Background: an optimization exercise with open tools, aiming at a short achievable clock period and few clock cycles per item. Do not read the settings as production practice.
Only simulation tests tie the RTL to the original design; equivalence was not proved.
Power and IR drop assume default switching activity.

==> run a <==
==> flow/design.v <==
package cpu_pkg;
	localparam int DATA_W    = 16;
	localparam int ADDR_W    = 8;
	localparam int REG_IDX_W = 3;
	localparam int FLAGS_W   = 3;
	localparam int IMM_W = DATA_W - 2 - 1 - 2 - REG_IDX_W;
	localparam int FLAG_Z = 2;
	localparam int FLAG_N = 1;
	localparam int FLAG_C = 0;
	typedef enum logic [1:0] {
		R_TYPE = 2'b00,
		I_TYPE = 2'b01,
		P_TYPE = 2'b10,
		J_TYPE = 2'b11
	} itype_t;
	typedef enum logic [1:0] {
		ADD = 2'b00,
		SUB = 2'b01,
		AND = 2'b10,
		XOR = 2'b11
	} alu_op_t;
	typedef struct packed {
		itype_t               itype;
		logic                 wb;
		alu_op_t              op;
		logic [REG_IDX_W-1:0] rd;
		logic [REG_IDX_W-1:0] rs;
		logic [IMM_W-REG_IDX_W-1:0] unused;
	} instr_reg_t;
	typedef struct packed {
		itype_t               itype;
		logic                 wb;
		alu_op_t              op;
		logic [REG_IDX_W-1:0] rd;
		logic [IMM_W-1:0]     imm;
	} instr_imm_t;
	typedef union packed {
		instr_reg_t r;
		instr_imm_t i;
	} instr_u;
endpackage
`timescale 1ns/1ps
import cpu_pkg::*;
module cpu_fsm (
	input  logic            reset,
	input  cpu_pkg::itype_t i_type,
	input  logic            i_wb,
	output logic            o_imm_sel,
	output logic            o_reg_wen,
	output logic            o_flags_en,
	output logic            o_mem_we,
	output logic            o_mem_to_reg,
	output logic            o_link_sel,
	output logic            o_pc_jump,
	output logic            o_retire
);
	always_comb
	begin
		o_imm_sel    = (i_type == I_TYPE);
		o_reg_wen    = 1'b0;
		o_flags_en   = 1'b0;
		o_mem_we     = 1'b0;
		o_mem_to_reg = 1'b0;
		o_link_sel   = 1'b0;
		o_pc_jump    = 1'b0;
		o_retire     = 1'b1;
		case (i_type)
			R_TYPE, I_TYPE:
			begin
				o_reg_wen  = i_wb;
				o_flags_en = 1'b1;
			end
			P_TYPE:
			begin
				o_mem_we     = i_wb;
				o_mem_to_reg = ~i_wb;
				o_reg_wen    = ~i_wb;
			end
			default:
			begin
				o_pc_jump  = 1'b1;
				o_link_sel = i_wb;
				o_reg_wen  = i_wb;
			end
		endcase
		if (reset)
		begin
			o_reg_wen  = 1'b0;
			o_flags_en = 1'b0;
			o_mem_we   = 1'b0;
			o_retire   = 1'b0;
		end
	end
endmodule
`timescale 1ns/1ps
import cpu_pkg::*;
module reg_file #(
	parameter int NUM_REGS = 8
) (
	input  logic                          clk,
	input  logic                          reset,
	input  logic                          i_wen,
	input  logic [cpu_pkg::REG_IDX_W-1:0] i_wr_idx,
	input  logic [cpu_pkg::DATA_W-1:0]    i_wr_data,
	input  logic [cpu_pkg::REG_IDX_W-1:0] i_rd_idx_a,
	input  logic [cpu_pkg::REG_IDX_W-1:0] i_rd_idx_b,
	input  logic [cpu_pkg::REG_IDX_W-1:0] i_dbg_idx,
	output logic [cpu_pkg::DATA_W-1:0]    o_rd_data_a,
	output logic [cpu_pkg::DATA_W-1:0]    o_rd_data_b,
	output logic [cpu_pkg::DATA_W-1:0]    o_dbg_data
);
	logic [DATA_W-1:0] regs [NUM_REGS];
	always_ff @(posedge clk)
	begin
		if (reset)
		begin
			for (int i = 0; i < NUM_REGS; i++)
				regs[i] <= '0;
		end
		else if (i_wen && (i_wr_idx < NUM_REGS))
			regs[i_wr_idx] <= i_wr_data;
	end
	assign o_rd_data_a = (i_rd_idx_a < NUM_REGS) ? regs[i_rd_idx_a] : '0;
	assign o_rd_data_b = (i_rd_idx_b < NUM_REGS) ? regs[i_rd_idx_b] : '0;
	logic [NUM_REGS-1:0]        dbg_sel;
	logic [NUM_REGS*DATA_W-1:0] regs_flat;
	always_comb
	begin
		for (int i = 0; i < NUM_REGS; i++)
			regs_flat[i*DATA_W +: DATA_W] = regs[i];
	end
	dbg_decode #(
		.NUM_REGS (NUM_REGS)
	) u_dbg_decode (
		.i_idx (i_dbg_idx),
		.o_sel (dbg_sel)
	);
	dbg_and_or #(
		.NUM_REGS (NUM_REGS)
	) u_dbg_and_or (
		.i_sel  (dbg_sel),
		.i_regs (regs_flat),
		.o_data (o_dbg_data)
	);
endmodule
module dbg_decode #(
	parameter int NUM_REGS = 8
) (
	input  logic [cpu_pkg::REG_IDX_W-1:0] i_idx,
	output logic [NUM_REGS-1:0]           o_sel
);
	always_comb
	begin
		for (int i = 0; i < NUM_REGS; i++)
			o_sel[i] = (i_idx == i);
	end
endmodule
module dbg_and_or #(
	parameter int NUM_REGS = 8
) (
	input  logic [NUM_REGS-1:0]                 i_sel,
	input  logic [NUM_REGS*cpu_pkg::DATA_W-1:0] i_regs,
	output logic [cpu_pkg::DATA_W-1:0]          o_data
);
	always_comb
	begin
		o_data = '0;
		for (int i = 0; i < NUM_REGS; i++)
			o_data = o_data | (i_regs[i*cpu_pkg::DATA_W +: cpu_pkg::DATA_W] & {cpu_pkg::DATA_W{i_sel[i]}});
	end
endmodule
`timescale 1ns/1ps
import cpu_pkg::*;
module alu (
	input  logic                        clk,
	input  logic                        reset,
	input  cpu_pkg::alu_op_t            i_op,
	input  logic [cpu_pkg::DATA_W-1:0]  i_a,
	input  logic [cpu_pkg::DATA_W-1:0]  i_b,
	input  logic                        i_flags_en,
	output logic [cpu_pkg::DATA_W-1:0]  o_result,
	output logic [cpu_pkg::FLAGS_W-1:0] o_flags
);
	localparam int LEVELS = $clog2(DATA_W);
	logic              sub;
	logic [DATA_W-1:0] b_inv;
	logic [DATA_W-1:0] p0;
	logic [DATA_W-1:0] g0;
	logic [DATA_W-1:0] gp [LEVELS+1];
	logic [DATA_W-1:0] pp [LEVELS+1];
	logic [DATA_W:0]   carry;
	logic [DATA_W-1:0] sum;
	logic              zero_arith;
	logic [FLAGS_W-1:0] flags_d;
	assign sub   = (i_op == SUB);
	assign b_inv = i_b ^ {DATA_W{sub}};
	assign p0    = i_a ^ b_inv;
	assign g0    = i_a & b_inv;
	assign gp[0] = g0;
	assign pp[0] = p0;
	for (genvar k = 0; k < LEVELS; k++)
	begin : g_level
		for (genvar i = 0; i < DATA_W; i++)
		begin : g_bit
			if (i >= (1 << k))
			begin : g_merge
				assign gp[k+1][i] = gp[k][i] | (pp[k][i] & gp[k][i - (1 << k)]);
				assign pp[k+1][i] = pp[k][i] & pp[k][i - (1 << k)];
			end
			else
			begin : g_pass
				assign gp[k+1][i] = gp[k][i];
				assign pp[k+1][i] = pp[k][i];
			end
		end
	end
	assign carry[0] = sub;
	for (genvar i = 0; i < DATA_W; i++)
	begin : g_carry
		assign carry[i+1] = gp[LEVELS][i] | (pp[LEVELS][i] & sub);
	end
	assign sum = p0 ^ carry[DATA_W-1:0];
	assign zero_arith = (p0 == {i_a[DATA_W-2:0] | b_inv[DATA_W-2:0], sub});
	always_comb
	begin
		flags_d = '0;
		case (i_op)
			ADD, SUB:
			begin
				o_result        = sum;
				flags_d[FLAG_Z] = zero_arith;
				flags_d[FLAG_C] = carry[DATA_W] ^ sub;
			end
			AND:
			begin
				o_result        = i_a & i_b;
				flags_d[FLAG_Z] = ((i_a & i_b) == '0);
			end
			default:
			begin
				o_result        = i_a ^ i_b;
				flags_d[FLAG_Z] = (i_a == i_b);
			end
		endcase
		flags_d[FLAG_N] = o_result[DATA_W-1];
	end
	always_ff @(posedge clk)
	begin
		if (reset)
			o_flags <= '0;
		else if (i_flags_en)
			o_flags <= flags_d;
	end
endmodule
`timescale 1ns/1ps
module pc_unit (
	input  logic                       clk,
	input  logic                       reset,
	input  logic                       i_jump,
	input  logic [cpu_pkg::ADDR_W-1:0] i_target,
	output logic [cpu_pkg::ADDR_W-1:0] o_pc,
	output logic [cpu_pkg::ADDR_W-1:0] o_pc_plus1
);
	always_ff @(posedge clk)
	begin
		if (reset)
		begin
			o_pc       <= '0;
			o_pc_plus1 <= 8'd1;
		end
		else if (i_jump)
		begin
			o_pc       <= i_target;
			o_pc_plus1 <= i_target + 1'b1;
		end
		else
		begin
			o_pc       <= o_pc_plus1;
			o_pc_plus1 <= o_pc_plus1 + 1'b1;
		end
	end
endmodule
`timescale 1ns/1ps
import cpu_pkg::*;
module unified_mem #(
	parameter int MEM_DEPTH = 128
) (
	input  logic                       clk,
	input  logic [cpu_pkg::ADDR_W-1:0] i_f_addr,
	input  logic [cpu_pkg::ADDR_W-1:0] i_d_addr,
	input  logic                       i_we,
	input  logic [cpu_pkg::DATA_W-1:0] i_wr_data,
	input  logic                       i_load_en,
	input  logic [cpu_pkg::ADDR_W-1:0] i_load_addr,
	input  logic [cpu_pkg::DATA_W-1:0] i_load_data,
	output logic [cpu_pkg::DATA_W-1:0] o_f_data,
	output logic [cpu_pkg::DATA_W-1:0] o_d_data,
	output logic [cpu_pkg::DATA_W-1:0] o_word0
);
	localparam int IDX_W = $clog2(MEM_DEPTH);
	logic [DATA_W-1:0] mem [MEM_DEPTH];
	assign o_f_data = mem[i_f_addr[IDX_W-1:0]];
	assign o_d_data = mem[i_d_addr[IDX_W-1:0]];
	assign o_word0  = mem[0];
	always_ff @(posedge clk)
	begin
		if (i_load_en)
			mem[i_load_addr[IDX_W-1:0]] <= i_load_data;
		else if (i_we)
			mem[i_d_addr[IDX_W-1:0]] <= i_wr_data;
	end
endmodule
`timescale 1ns/1ps
import cpu_pkg::*;
module cpu_top #(
	parameter int MEM_DEPTH = 128,
	parameter int NUM_REGS  = 8
) (
	input  logic                          clk,
	input  logic                          reset,
	input  logic                          i_load_en,
	input  logic [cpu_pkg::ADDR_W-1:0]    i_load_addr,
	input  logic [cpu_pkg::DATA_W-1:0]    i_load_data,
	input  logic [cpu_pkg::REG_IDX_W-1:0] i_dbg_idx,
	output logic [cpu_pkg::DATA_W-1:0]    o_dbg_data,
	output logic [cpu_pkg::ADDR_W-1:0]    o_pc,
	output logic [cpu_pkg::FLAGS_W-1:0]   o_flags,
	output logic                          o_retire
);
	localparam int IDX_W = $clog2(MEM_DEPTH);
	cpu_pkg::instr_reg_t ir;
	logic [IMM_W-1:0] ir_imm;
	logic [DATA_W-1:0] f_data;
	logic [DATA_W-1:0] d_data;
	logic [DATA_W-1:0] word0;
	logic [DATA_W-1:0] rd_data;
	logic [DATA_W-1:0] rs_data;
	logic [DATA_W-1:0] alu_b;
	logic [DATA_W-1:0] alu_result;
	logic [DATA_W-1:0] wb_data;
	logic [ADDR_W-1:0] pc;
	logic [ADDR_W-1:0] pc_plus1;
	logic imm_sel;
	logic reg_wen;
	logic flags_en;
	logic mem_we;
	logic mem_to_reg;
	logic link_sel;
	logic pc_jump;
	logic fwd_store;
	assign fwd_store = mem_we && (rs_data[IDX_W-1:0] == pc_plus1[IDX_W-1:0]);
	always_ff @(posedge clk)
	begin
		if (reset)
		begin
			if (i_load_en && (i_load_addr[IDX_W-1:0] == '0))
				ir <= i_load_data;
			else
				ir <= word0;
		end
		else if (pc_jump)
			ir <= d_data;
		else if (fwd_store)
			ir <= rd_data;
		else
			ir <= f_data;
	end
	assign ir_imm = ir[IMM_W-1:0];
	assign alu_b = imm_sel ? {{(DATA_W-IMM_W){1'b0}}, ir_imm} : rs_data;
	always_comb
	begin
		if (link_sel)
			wb_data = {{(DATA_W-ADDR_W){1'b0}}, pc_plus1};
		else if (mem_to_reg)
			wb_data = d_data;
		else
			wb_data = alu_result;
	end
	assign o_pc = pc;
	cpu_fsm u_cpu_fsm (
		.reset        (reset),
		.i_type       (ir.itype),
		.i_wb         (ir.wb),
		.o_imm_sel    (imm_sel),
		.o_reg_wen    (reg_wen),
		.o_flags_en   (flags_en),
		.o_mem_we     (mem_we),
		.o_mem_to_reg (mem_to_reg),
		.o_link_sel   (link_sel),
		.o_pc_jump    (pc_jump),
		.o_retire     (o_retire)
	);
	reg_file #(
		.NUM_REGS (NUM_REGS)
	) u_reg_file (
		.clk         (clk),
		.reset       (reset),
		.i_wen       (reg_wen),
		.i_wr_idx    (ir.rd),
		.i_wr_data   (wb_data),
		.i_rd_idx_a  (ir.rd),
		.i_rd_idx_b  (ir.rs),
		.i_dbg_idx   (i_dbg_idx),
		.o_rd_data_a (rd_data),
		.o_rd_data_b (rs_data),
		.o_dbg_data  (o_dbg_data)
	);
	alu u_alu (
		.clk        (clk),
		.reset      (reset),
		.i_op       (ir.op),
		.i_a        (rd_data),
		.i_b        (alu_b),
		.i_flags_en (flags_en),
		.o_result   (alu_result),
		.o_flags    (o_flags)
	);
	pc_unit u_pc_unit (
		.clk        (clk),
		.reset      (reset),
		.i_jump     (pc_jump),
		.i_target   (rs_data[ADDR_W-1:0]),
		.o_pc       (pc),
		.o_pc_plus1 (pc_plus1)
	);
	unified_mem #(
		.MEM_DEPTH (MEM_DEPTH)
	) u_unified_mem (
		.clk         (clk),
		.i_f_addr    (pc_plus1),
		.i_d_addr    (rs_data[ADDR_W-1:0]),
		.i_we        (mem_we),
		.i_wr_data   (rd_data),
		.i_load_en   (i_load_en),
		.i_load_addr (i_load_addr),
		.i_load_data (i_load_data),
		.o_f_data    (f_data),
		.o_d_data    (d_data),
		.o_word0     (word0)
	);
endmodule
==> flow/flow/run.sh <==
#!/bin/bash
set -euo pipefail
bash standard.sh SETUP_SLACK_MARGIN=6 finish > orfs_make.log 2>&1
==> flow/standard.sh <==
#!/bin/bash
# synth_recipe.tcl (not shown) runs the flow's synth.tcl, then flattens the netlist and writes it again
# the make line also repeats each setting of config.mk as NAME=value (left out here)
make -C /OpenROAD-flow-scripts/flow DESIGN_CONFIG=/design/flow/config.mk WORK_HOME=/design/flow/orfs CLKGATE_MAP_FILE= SYNTH_SCRIPT=/design/flow/synth_recipe.tcl "${@:-finish}"
==> flow/config.mk <==
export PLATFORM = sky130hd
export DESIGN_NAME = cpu_top
export DESIGN_NICKNAME = cpu_top
export VERILOG_FILES = /design/flow/design.v
export SDC_FILE = /design/flow/constraint.sdc
export NUM_CORES = 4
export LEC_CHECK = 0
export ABC_CLOCK_PERIOD_IN_PS = 4000
export CAP_MARGIN = 20
export CORE_MARGIN = 2
export CORE_UTILIZATION = 45
export PLACE_DENSITY = 0.6
export SETUP_SLACK_MARGIN = 5
export SLEW_MARGIN = 20
export SYNTH_HIERARCHICAL = 1
export SYNTH_MEMORY_MAX_BITS = 8192
==> flow/constraint.sdc <==
create_clock -name core_clock -period 11.0 [get_ports {clk}]
set_input_delay 2.2000 -clock core_clock [delete_from_list [all_inputs] [get_ports {clk}]]
set_output_delay 2.2000 -clock core_clock [all_outputs]
set_load 0.01 [all_outputs]
==> run b: changes against run a <==
==> flow/design.v, changed modules only <==
module reg_file #(
	parameter int NUM_REGS = 8
) (
	input  logic                          clk,
	input  logic                          reset,
	input  logic                          i_wen,
	input  logic [cpu_pkg::REG_IDX_W-1:0] i_wr_idx,
	input  logic [cpu_pkg::DATA_W-1:0]    i_wr_data,
	input  logic [cpu_pkg::REG_IDX_W-1:0] i_rd_idx_a,
	input  logic [cpu_pkg::REG_IDX_W-1:0] i_rd_idx_b,
	input  logic [cpu_pkg::REG_IDX_W-1:0] i_dbg_idx,
	output logic [cpu_pkg::DATA_W-1:0]    o_rd_data_a,
	output logic [cpu_pkg::DATA_W-1:0]    o_rd_data_b,
	output logic [cpu_pkg::DATA_W-1:0]    o_dbg_data
);
	logic [DATA_W-1:0] regs [NUM_REGS];
	always_ff @(posedge clk)
	begin
		if (reset)
		begin
			for (int i = 0; i < NUM_REGS; i++)
				regs[i] <= '0;
		end
		else if (i_wen && (i_wr_idx < NUM_REGS))
			regs[i_wr_idx] <= i_wr_data;
	end
	assign o_rd_data_a = (i_rd_idx_a < NUM_REGS) ? regs[i_rd_idx_a] : '0;
	assign o_rd_data_b = (i_rd_idx_b < NUM_REGS) ? regs[i_rd_idx_b] : '0;
	dbg_regs #(
		.NUM_REGS (NUM_REGS)
	) u_dbg_regs (
		.clk        (clk),
		.reset      (reset),
		.i_wen      (i_wen),
		.i_wr_idx   (i_wr_idx),
		.i_wr_data  (i_wr_data),
		.i_dbg_idx  (i_dbg_idx),
		.o_dbg_data (o_dbg_data)
	);
endmodule
module dbg_regs #(
	parameter int NUM_REGS = 8
) (
	input  logic                          clk,
	input  logic                          reset,
	input  logic                          i_wen,
	input  logic [cpu_pkg::REG_IDX_W-1:0] i_wr_idx,
	input  logic [cpu_pkg::DATA_W-1:0]    i_wr_data,
	input  logic [cpu_pkg::REG_IDX_W-1:0] i_dbg_idx,
	output logic [cpu_pkg::DATA_W-1:0]    o_dbg_data
);
	localparam int W      = cpu_pkg::DATA_W;
	localparam int HALF_W = W / 2;
	logic [W-1:0]               copy [NUM_REGS];
	logic [W-1:0]               cur  [NUM_REGS];
	logic [NUM_REGS-1:0]        wr_sel_q;
	logic [W-1:0]               wr_data_q;
	logic [NUM_REGS-1:0]        sel_lo;
	logic [NUM_REGS-1:0]        sel_hi;
	logic [NUM_REGS*HALF_W-1:0] cur_lo;
	logic [NUM_REGS*HALF_W-1:0] cur_hi;
	always_ff @(posedge clk)
	begin
		if (reset)
			wr_sel_q <= '0;
		else
		begin
			for (int i = 0; i < NUM_REGS; i++)
				wr_sel_q[i] <= i_wen && (i_wr_idx == i);
		end
		wr_data_q <= i_wr_data;
	end
	always_comb
	begin
		for (int i = 0; i < NUM_REGS; i++)
			cur[i] = wr_sel_q[i] ? wr_data_q : copy[i];
	end
	always_ff @(posedge clk)
	begin
		if (reset)
		begin
			for (int i = 0; i < NUM_REGS; i++)
				copy[i] <= '0;
		end
		else
		begin
			for (int i = 0; i < NUM_REGS; i++)
				copy[i] <= cur[i];
		end
	end
	always_comb
	begin
		for (int i = 0; i < NUM_REGS; i++)
		begin
			cur_lo[i*HALF_W +: HALF_W] = cur[i][HALF_W-1:0];
			cur_hi[i*HALF_W +: HALF_W] = cur[i][W-1:HALF_W];
		end
	end
	onehot_dec #(
		.IDX_W (cpu_pkg::REG_IDX_W)
	) u_dec_lo (
		.i_idx (i_dbg_idx),
		.o_sel (sel_lo)
	);
	onehot_dec #(
		.IDX_W (cpu_pkg::REG_IDX_W)
	) u_dec_hi (
		.i_idx (i_dbg_idx),
		.o_sel (sel_hi)
	);
	onehot_mux #(
		.N (NUM_REGS),
		.W (HALF_W)
	) u_mux_lo (
		.i_sel  (sel_lo),
		.i_data (cur_lo),
		.o_data (o_dbg_data[HALF_W-1:0])
	);
	onehot_mux #(
		.N (NUM_REGS),
		.W (HALF_W)
	) u_mux_hi (
		.i_sel  (sel_hi),
		.i_data (cur_hi),
		.o_data (o_dbg_data[W-1:HALF_W])
	);
endmodule
module onehot_dec #(
	parameter int IDX_W = 3
) (
	input  logic [IDX_W-1:0]      i_idx,
	output logic [(1<<IDX_W)-1:0] o_sel
);
	always_comb
	begin
		for (int i = 0; i < (1 << IDX_W); i++)
			o_sel[i] = (i_idx == i);
	end
endmodule
module onehot_mux #(
	parameter int N = 8,
	parameter int W = 16
) (
	input  logic [N-1:0]   i_sel,
	input  logic [N*W-1:0] i_data,
	output logic [W-1:0]   o_data
);
	always_comb
	begin
		o_data = '0;
		for (int i = 0; i < N; i++)
			o_data = o_data | (i_data[i*W +: W] & {W{i_sel[i]}});
	end
endmodule
// module dbg_decode removed
// module dbg_and_or removed
==> flow/flow/run.sh (replaced) <==
#!/bin/bash
set -euo pipefail
bash standard.sh SETUP_SLACK_MARGIN=6 IO_CONSTRAINTS="$PWD/flow/io.tcl" finish > orfs_make.log 2>&1
==> flow/flow/io.tcl (new file) <==
# keep the debug port pins (index in, data out) together on one edge, so the
# combinational path between them stays short
set dbg_pins {}
foreach p [list i_dbg_idx o_dbg_data] {
  foreach bt [[ord::get_db_block] getBTerms] {
    if {[string match "${p}\\\[*" [$bt getName]]} { lappend dbg_pins [$bt getName] }
  }
}
puts "dbg pins: $dbg_pins"
set_io_pin_constraint -pin_names $dbg_pins -region right:* -group
==> comparison table <==
Proportion of synthesized chip area in sequential cells: run b 0.613; run a 0.617
Worst slack at placement: run b 3520 ps; run a 3900 ps
Core Util, Final: run b 0.526; run a 0.514
Yosys top cell area share: run b 0.579; run a 0.611
Number of flip-flops and latches in the synthesized netlist: run b 2363; run a 2211
Repair and plain buffers: run b 471; run a 378
Clock network fraction of total power: run b 0.211; run a 0.204
Post-route cell area: run b 131000 um^2; run a 122000 um^2
Portion of total power attributed to sequential cells: run b 0.254; run a 0.262
Met3 GRT Util: run b 0.0688; run a 0.0572
Final Total Pwr: run b 41.4 mW; run a 37.5 mW
CP most frequent cell: run b sky130_fd_sc_hd__buf_4; run a sky130_fd_sc_hd__buf_6
Final WS setup: run b 5360 ps; run a 5400 ps
Critical path origin: run b i_dbg_idx[1]; run a i_dbg_idx[2]
Sequential Area: run b 69100 um^2; run a 66100 um^2
Wl on met1: run b 140000 um; run a 131000 um
Area of the placeable core: run b 249000 um^2; run a 237000 um^2
Max Clock Skew: run b 67.4 ps; run a 48.2 ps
Result of the run: run b no timing/DRC/antenna violations; run a no timing/DRC/antenna violations
Post-synthesis cell area: run b 113000 um^2; run a 107000 um^2
Number of buffers added for setup after CTS: run b 108; run a 77
Hold Slack: run b 479 ps; run a 495 ps
Proportion of cell area occupied by registers: run b 0.528; run a 0.542
Clock-pin slew on the worst setup and hold paths: run b 50 ps; run a 60 ps
Testbench counts of run a, summed over its fixed seeds: cycles 12,800, instructions 12,800.
Testbench counts of run b, summed over its fixed seeds: cycles 12,800, instructions 12,800.

-- separate check: timing with driven ports --
The results above use ideal ports. As a check the final layouts listed here were re-extracted and re-timed, cells and wires unchanged.
Step 1: set_driving_cell puts a clkbuf_16 on clk and a buf_2 on each other input, an assumption about the parent block.
Step 2 moves the port delays by t, midway between the first and last clock arrival at a register: inputs arrive t later, outputs are due t later. That takes back most of the time a late clock gives input paths.
Three values: ideal ports, drivers, drivers and shift; two values: the first two.
| run | t, ns | slack for setup (ns) | worst register clock-pin slew, ns |
|---|---|---|---|
| run a | 0.966 | 5.401 / 5.348 / 5.248 | 0.07 / 0.07 |
| run b | 1.041 | 5.361 / 5.246 / 5.010 | 0.06 / 0.06 |
After both steps setup and hold are still met in every run listed. The setup slack of run b, which loses most, moves by -0.115 ns with the drivers and by -0.351 ns with both steps.
